Background: an optimization exercise with open tools, aiming at small area, a short achievable clock period and few clock cycles per item. Do not read the settings as production practice.
Where RTL was checked, it was by simulation tests only, not by an equivalence proof against the original.
Power figures rest on the tool's default switching activity, not on a simulated workload.

run 1:
==> flow/design.v (excerpt) <==
module serial_packet_framer_deframer_core #(
   parameter int TX_BUFFER_DEPTH = 256
) (
   input  logic       clock,
   input  logic       reset,
   input  logic       req_valid,
   output logic       req_ready,
   input  logic [2:0] req_action,
   input  logic [7:0] req_byte_value,
   input  logic [7:0] req_load_index,
   input  logic [7:0] req_tx_length,
   output logic       rsp_valid,
   input  logic       rsp_ready,
   output logic [1:0] rsp_kind,
   output logic [7:0] rsp_out_byte,
   output logic [7:0] rsp_position,
   output logic [7:0] rsp_packet_length,
   output logic       rsp_tx_busy
);
For scale: roughly 4300 cells after synthesis, roughly 2400 flip-flops, ~60 I/O pins, roughly 65000 sq um of cells after synthesis.
make LEC_CHECK=0 ABC_CLOCK_PERIOD_IN_PS=2500 CAP_MARGIN=20 CORE_MARGIN=2 CORE_UTILIZATION=50 CTS_CLUSTER_DIAMETER=120 CTS_CLUSTER_SIZE=26 PLACE_DENSITY=0.8 SETUP_SLACK_MARGIN=2.0 SLEW_MARGIN=20 finish   # period 5.0 ns
run.sh (not shown) runs the stock make flow with config.mk's settings and CLKGATE_MAP_FILE= SYNTH_SCRIPT=/design/flow/synth_recipe.tcl, a recipe that flattens the netlist after the stock synthesis.
Testbench counts of run 1, summed over its fixed seeds: cycles 32,008, items 32,000.
## Diff of input files: run 2 against run 1
# run 1
export LEC_CHECK = 0
export ABC_CLOCK_PERIOD_IN_PS = 2500
export CAP_MARGIN = 20
export CORE_MARGIN = 2
export CORE_UTILIZATION = 50
export CTS_CLUSTER_DIAMETER = 120
export CTS_CLUSTER_SIZE = 26
export PLACE_DENSITY = 0.8
export SETUP_SLACK_MARGIN = 2.0
export SLEW_MARGIN = 20
create_clock -name core_clock -period 5.0 [get_ports {clock}]
# run 2
export LEC_CHECK = 0
export ABC_CLOCK_PERIOD_IN_PS = 2500
export CAP_MARGIN = 20
export CORE_MARGIN = 2
export CORE_UTILIZATION = 65
export CTS_CLUSTER_DIAMETER = 120
export CTS_CLUSTER_SIZE = 26
export SETUP_SLACK_MARGIN = 2.0
export SLEW_MARGIN = 20
create_clock -name core_clock -period 5.0 [get_ports {clock}]
Global-route wire length before repair ended up 10000 um lower on run 2 than on run 1. In the route summary, run 2 ends up with a via count below that of run 1. Taking run 1 as the reference, in run 2 time the final worst path needs with I/O delays and setup decreased by 0.15 ns relative to the old numbers, per-cell via count in the routed design grew by about 4.5%, fmax now sits higher, total count of hold-check failures in the final report was more or less identical. Total design power: run 2 vs run 1 down about 0.6%. Going from run 1 to run 2, average wire per standard cell grows by 0.63 um.
Input changes introduced in run 3 (baseline for comparison: run 2):
# run 2
export LEC_CHECK = 0
export ABC_CLOCK_PERIOD_IN_PS = 2500
export CAP_MARGIN = 20
export CORE_MARGIN = 2
export CORE_UTILIZATION = 65
export CTS_CLUSTER_DIAMETER = 120
export CTS_CLUSTER_SIZE = 26
export SETUP_SLACK_MARGIN = 2.0
export SLEW_MARGIN = 20
create_clock -name core_clock -period 5.0 [get_ports {clock}]
# run 3
export LEC_CHECK = 0
export ABC_CLOCK_PERIOD_IN_PS = 2500
export CAP_MARGIN = 20
export CORE_MARGIN = 2
export CORE_UTILIZATION = 55
export CTS_CLUSTER_DIAMETER = 120
export CTS_CLUSTER_SIZE = 26
export SETUP_SLACK_MARGIN = 2.0
export SLEW_MARGIN = 20
create_clock -name core_clock -period 5.0 [get_ports {clock}]
Findings:
Flip-flop and latch share of the layout cell area on run 3 is down relative to run 2. From run 2 to run 3 the numbers moved as follows: largest net degree at the start of global routing went down by 4, placed wire-length estimate after detailed placement picked up an extra 2.1%. Compared to run 2, run 3 was floorplanned on a bigger die. Run 3 completed; timing, DRC and antenna clean. Going from run 2 to run 3, post-route total power +0.00020 W; total via count after detailed routing -372; slack of the critical path +0.033 ns; share of total power consumed by net switching +0.45 points. Run 3 falls short of run 2 in final area. Against run 2, register-to-register slack in run 3 came out better.

========
serial_packet_framer_deframer_core again, from the RTL that the note above started with.
Settings: LEC_CHECK=0, ABC_CLOCK_PERIOD_IN_PS=2500, CAP_MARGIN=20, CORE_MARGIN=2, CORE_UTILIZATION=50, CTS_CLUSTER_DIAMETER=120, CTS_CLUSTER_SIZE=26, PLACE_DENSITY=0.65, SETUP_SLACK_MARGIN=2.0, SLEW_MARGIN=20; clock period 5.0 ns.
Testbench counts at the start, summed over its fixed seeds: cycles 32,008, items 32,000.
Next try:
--- a/flow/config.mk
+++ b/flow/config.mk
@@ -10,6 +10,6 @@
 export CORE_MARGIN = 2
-export CORE_UTILIZATION = 50
+export CORE_UTILIZATION = 45
 export CTS_CLUSTER_DIAMETER = 120
 export CTS_CLUSTER_SIZE = 26
-export PLACE_DENSITY = 0.65
+export PLACE_DENSITY = 0.7
 export SETUP_SLACK_MARGIN = 2.0
What happened: Global-route usage shrinks by 2.5 points; non-clock buffer count grows by 5; setup slack is worse by 0.065 ns; core utilization shrinks by 5.3 points; cell count grows by 2.6%.

========
## run A
Another version of the RTL of serial_packet_framer_deframer_core (not shown whole).
Size: ~4600 cells after synthesis, ~2400 flip-flops, about 60 I/O pins.
## serial_packet_framer_deframer_core
module serial_packet_framer_deframer_core #(
   parameter int TX_BUFFER_DEPTH = 256
) (
   input  logic       clock,
   input  logic       reset,
   input  logic       req_valid,
   output logic       req_ready,
   input  logic [2:0] req_action,
   input  logic [7:0] req_byte_value,
   input  logic [7:0] req_load_index,
   input  logic [7:0] req_tx_length,
   output logic       rsp_valid,
   input  logic       rsp_ready,
   output logic [1:0] rsp_kind,
   output logic [7:0] rsp_out_byte,
   output logic [7:0] rsp_position,
   output logic [7:0] rsp_packet_length,
   output logic       rsp_tx_busy
);
   localparam int SL   = 8;                        
   localparam int NSEG = TX_BUFFER_DEPTH / SL;     
   localparam int NPQ  = 8;                        
   localparam logic [1:0] RXP_HUNT  = 2'd0;
   localparam logic [1:0] RXP_LEN   = 2'd1;
   localparam logic [1:0] RXP_DATA  = 2'd2;
   localparam logic [1:0] RXP_CHECK = 2'd3;
   localparam logic [1:0] TXP_LEN  = 2'd0;
   localparam logic [1:0] TXP_DATA = 2'd1;
   localparam logic [1:0] TXP_END  = 2'd2;
   logic [2:0]   phase_ff;                         
   logic [1:0]   rx_phase_ff, rx_phase_in;
  ...
clock: 5.0 ns
lec_check: 0
abc_clock_period_in_ps: 2500
cap_margin: 20
core_margin: 2
core_utilization: 55
cts_cluster_diameter: 120
cts_cluster_size: 26
setup_slack_margin: 2.0
slew_margin: 20
tns_end_percent: 10
Relative to run A, the following input files were edited for run B:
- clearing TNS_END_PERCENT, which used to be 10
==> results.txt <==
Global-route wire length before repair delta for run B relative to run A: about 2.2% higher
Run A -> run B: routed wire length increased slightly
Clock share of power ends up lower on run A.
Comparing run B with run A, the switching power came out essentially unchanged.
Comparing run B and run A, the lower count of clock-buffer cells in the layout was measured on run A.
Function was not checked in any run of this note: the RTL went through the layout flow alone.

========
v19:
Starting RTL as in the previous note.
Settings: LEC_CHECK=0, ABC_CLOCK_PERIOD_IN_PS=2500, CAP_MARGIN=20, CORE_MARGIN=2, CORE_UTILIZATION=55, CTS_CLUSTER_DIAMETER=120, CTS_CLUSTER_SIZE=26, SETUP_SLACK_MARGIN=2.2, SLEW_MARGIN=20; clock period 5.0 ns.
v19 closes out successfully: all stages finished, all timing, DRC and antenna checks passed.
--- input diff v19..v2 ---
- SETUP_SLACK_MARGIN: 2.2 -> 2.0
==> flow/flow/run.sh (new file) <==
#!/bin/bash
# The standard layout (standard.sh, the standard flow's own ORFS run), with two changes:
# the port buffers are buf_2 cells instead of the slow delay-buffer cell that
# buffer_ports picks by default, and the resizer may swap cells across
# footprints. Every port still gets a buffer. make's full output goes to
# layout.log in this folder; ORFS keeps each step's log under orfs/logs.
set -euo pipefail
bash standard.sh "BUFFER_PORTS_ARGS=-buffer_cell sky130_fd_sc_hd__buf_2" \
   MATCH_CELL_FOOTPRINT=0 finish > layout.log 2>&1
==> flow/standard.sh (new file) <==
#!/bin/bash
# synth_recipe.tcl (not shown) runs the flow's synth.tcl, then flattens the netlist and writes it again
# the make line also repeats each setting of config.mk as NAME=value (left out here)
make -C /OpenROAD-flow-scripts/flow DESIGN_CONFIG=/design/flow/config.mk WORK_HOME=/design/flow/orfs CLKGATE_MAP_FILE= SYNTH_SCRIPT=/design/flow/synth_recipe.tcl "${@:-finish}"
removed: flow/run.sh
### Flow results
- Critical path launch point = ref_sel_ff[10]$_SDFF_PP0_: v2; critical path launch point = ref_sel_ff[27]$_SDFF_PP0_: v19
- When v2 is measured against v19, its number of filler cells placed in the layout turns out 1.3% higher.
- Comparing proportion of power drawn by flip-flops and latches for v19 and v2, the smaller number came from v19.
- v2 was carried through to the last stage, and its layout satisfied the timing, DRC and antenna checks.
- Sort v19 and v2 by non-clock buffer count asc -> top: v2
No functional check of the RTL was part of any run of this note.

-- port drivers added, routing unchanged --
The flow's constraints put no driver on any port. The routed layouts listed below were extracted and timed again, unchanged, in two steps. Step 1 assumes that a clkbuf_16 drives the clock port and a buf_2 every other input. Step 2 times the ports against the registers' clock, not the clock port: input delays grow and output delays shrink by t, the midpoint of the rising clock arrivals with the driver on. a / b / c = no drivers / after step 1 / after step 2; a / b = the first two.
run | shift t [ns] | setup WS [ns] | hold WS [ns] | clock arrival spread, ns
run 1 | 0.795 | 1.787 / 1.787 / 1.314 | 0.306 / 0.306 / 0.306 | 0.068 / 0.068
run 2 | 0.780 | 1.941 / 1.941 / 1.273 | 0.310 / 0.310 / 0.310 | 0.046 / 0.046
run 3 | 0.787 | 1.974 / 1.974 / 1.354 | 0.298 / 0.298 / 0.298 | 0.060 / 0.060
the first run of note 2 | 0.813 | 1.997 / 1.997 / 1.297 | 0.315 / 0.315 / 0.315 | 0.064 / 0.064
the second run of note 2 | 0.796 | 1.932 / 1.932 / 1.251 | 0.281 / 0.281 / 0.281 | 0.103 / 0.102
run A | 0.796 | 1.824 / 1.824 / 1.187 | 0.313 / 0.313 / 0.313 | 0.041 / 0.041
run B | 0.790 | 1.938 / 1.938 / 1.326 | 0.305 / 0.305 / 0.305 | 0.052 / 0.052
v19 | 0.793 | 1.965 / 1.965 / 1.333 | 0.300 / 0.300 / 0.300 | 0.054 / 0.054
v2 | 0.782 | 1.915 / 1.915 / 1.281 | 0.310 / 0.310 / 0.310 | 0.046 / 0.045
After both steps setup and hold are still met in every run listed. For the first run of note 2, which loses most, drivers alone change the setup slack by 0.000 ns; drivers and shift together by -0.700 ns.
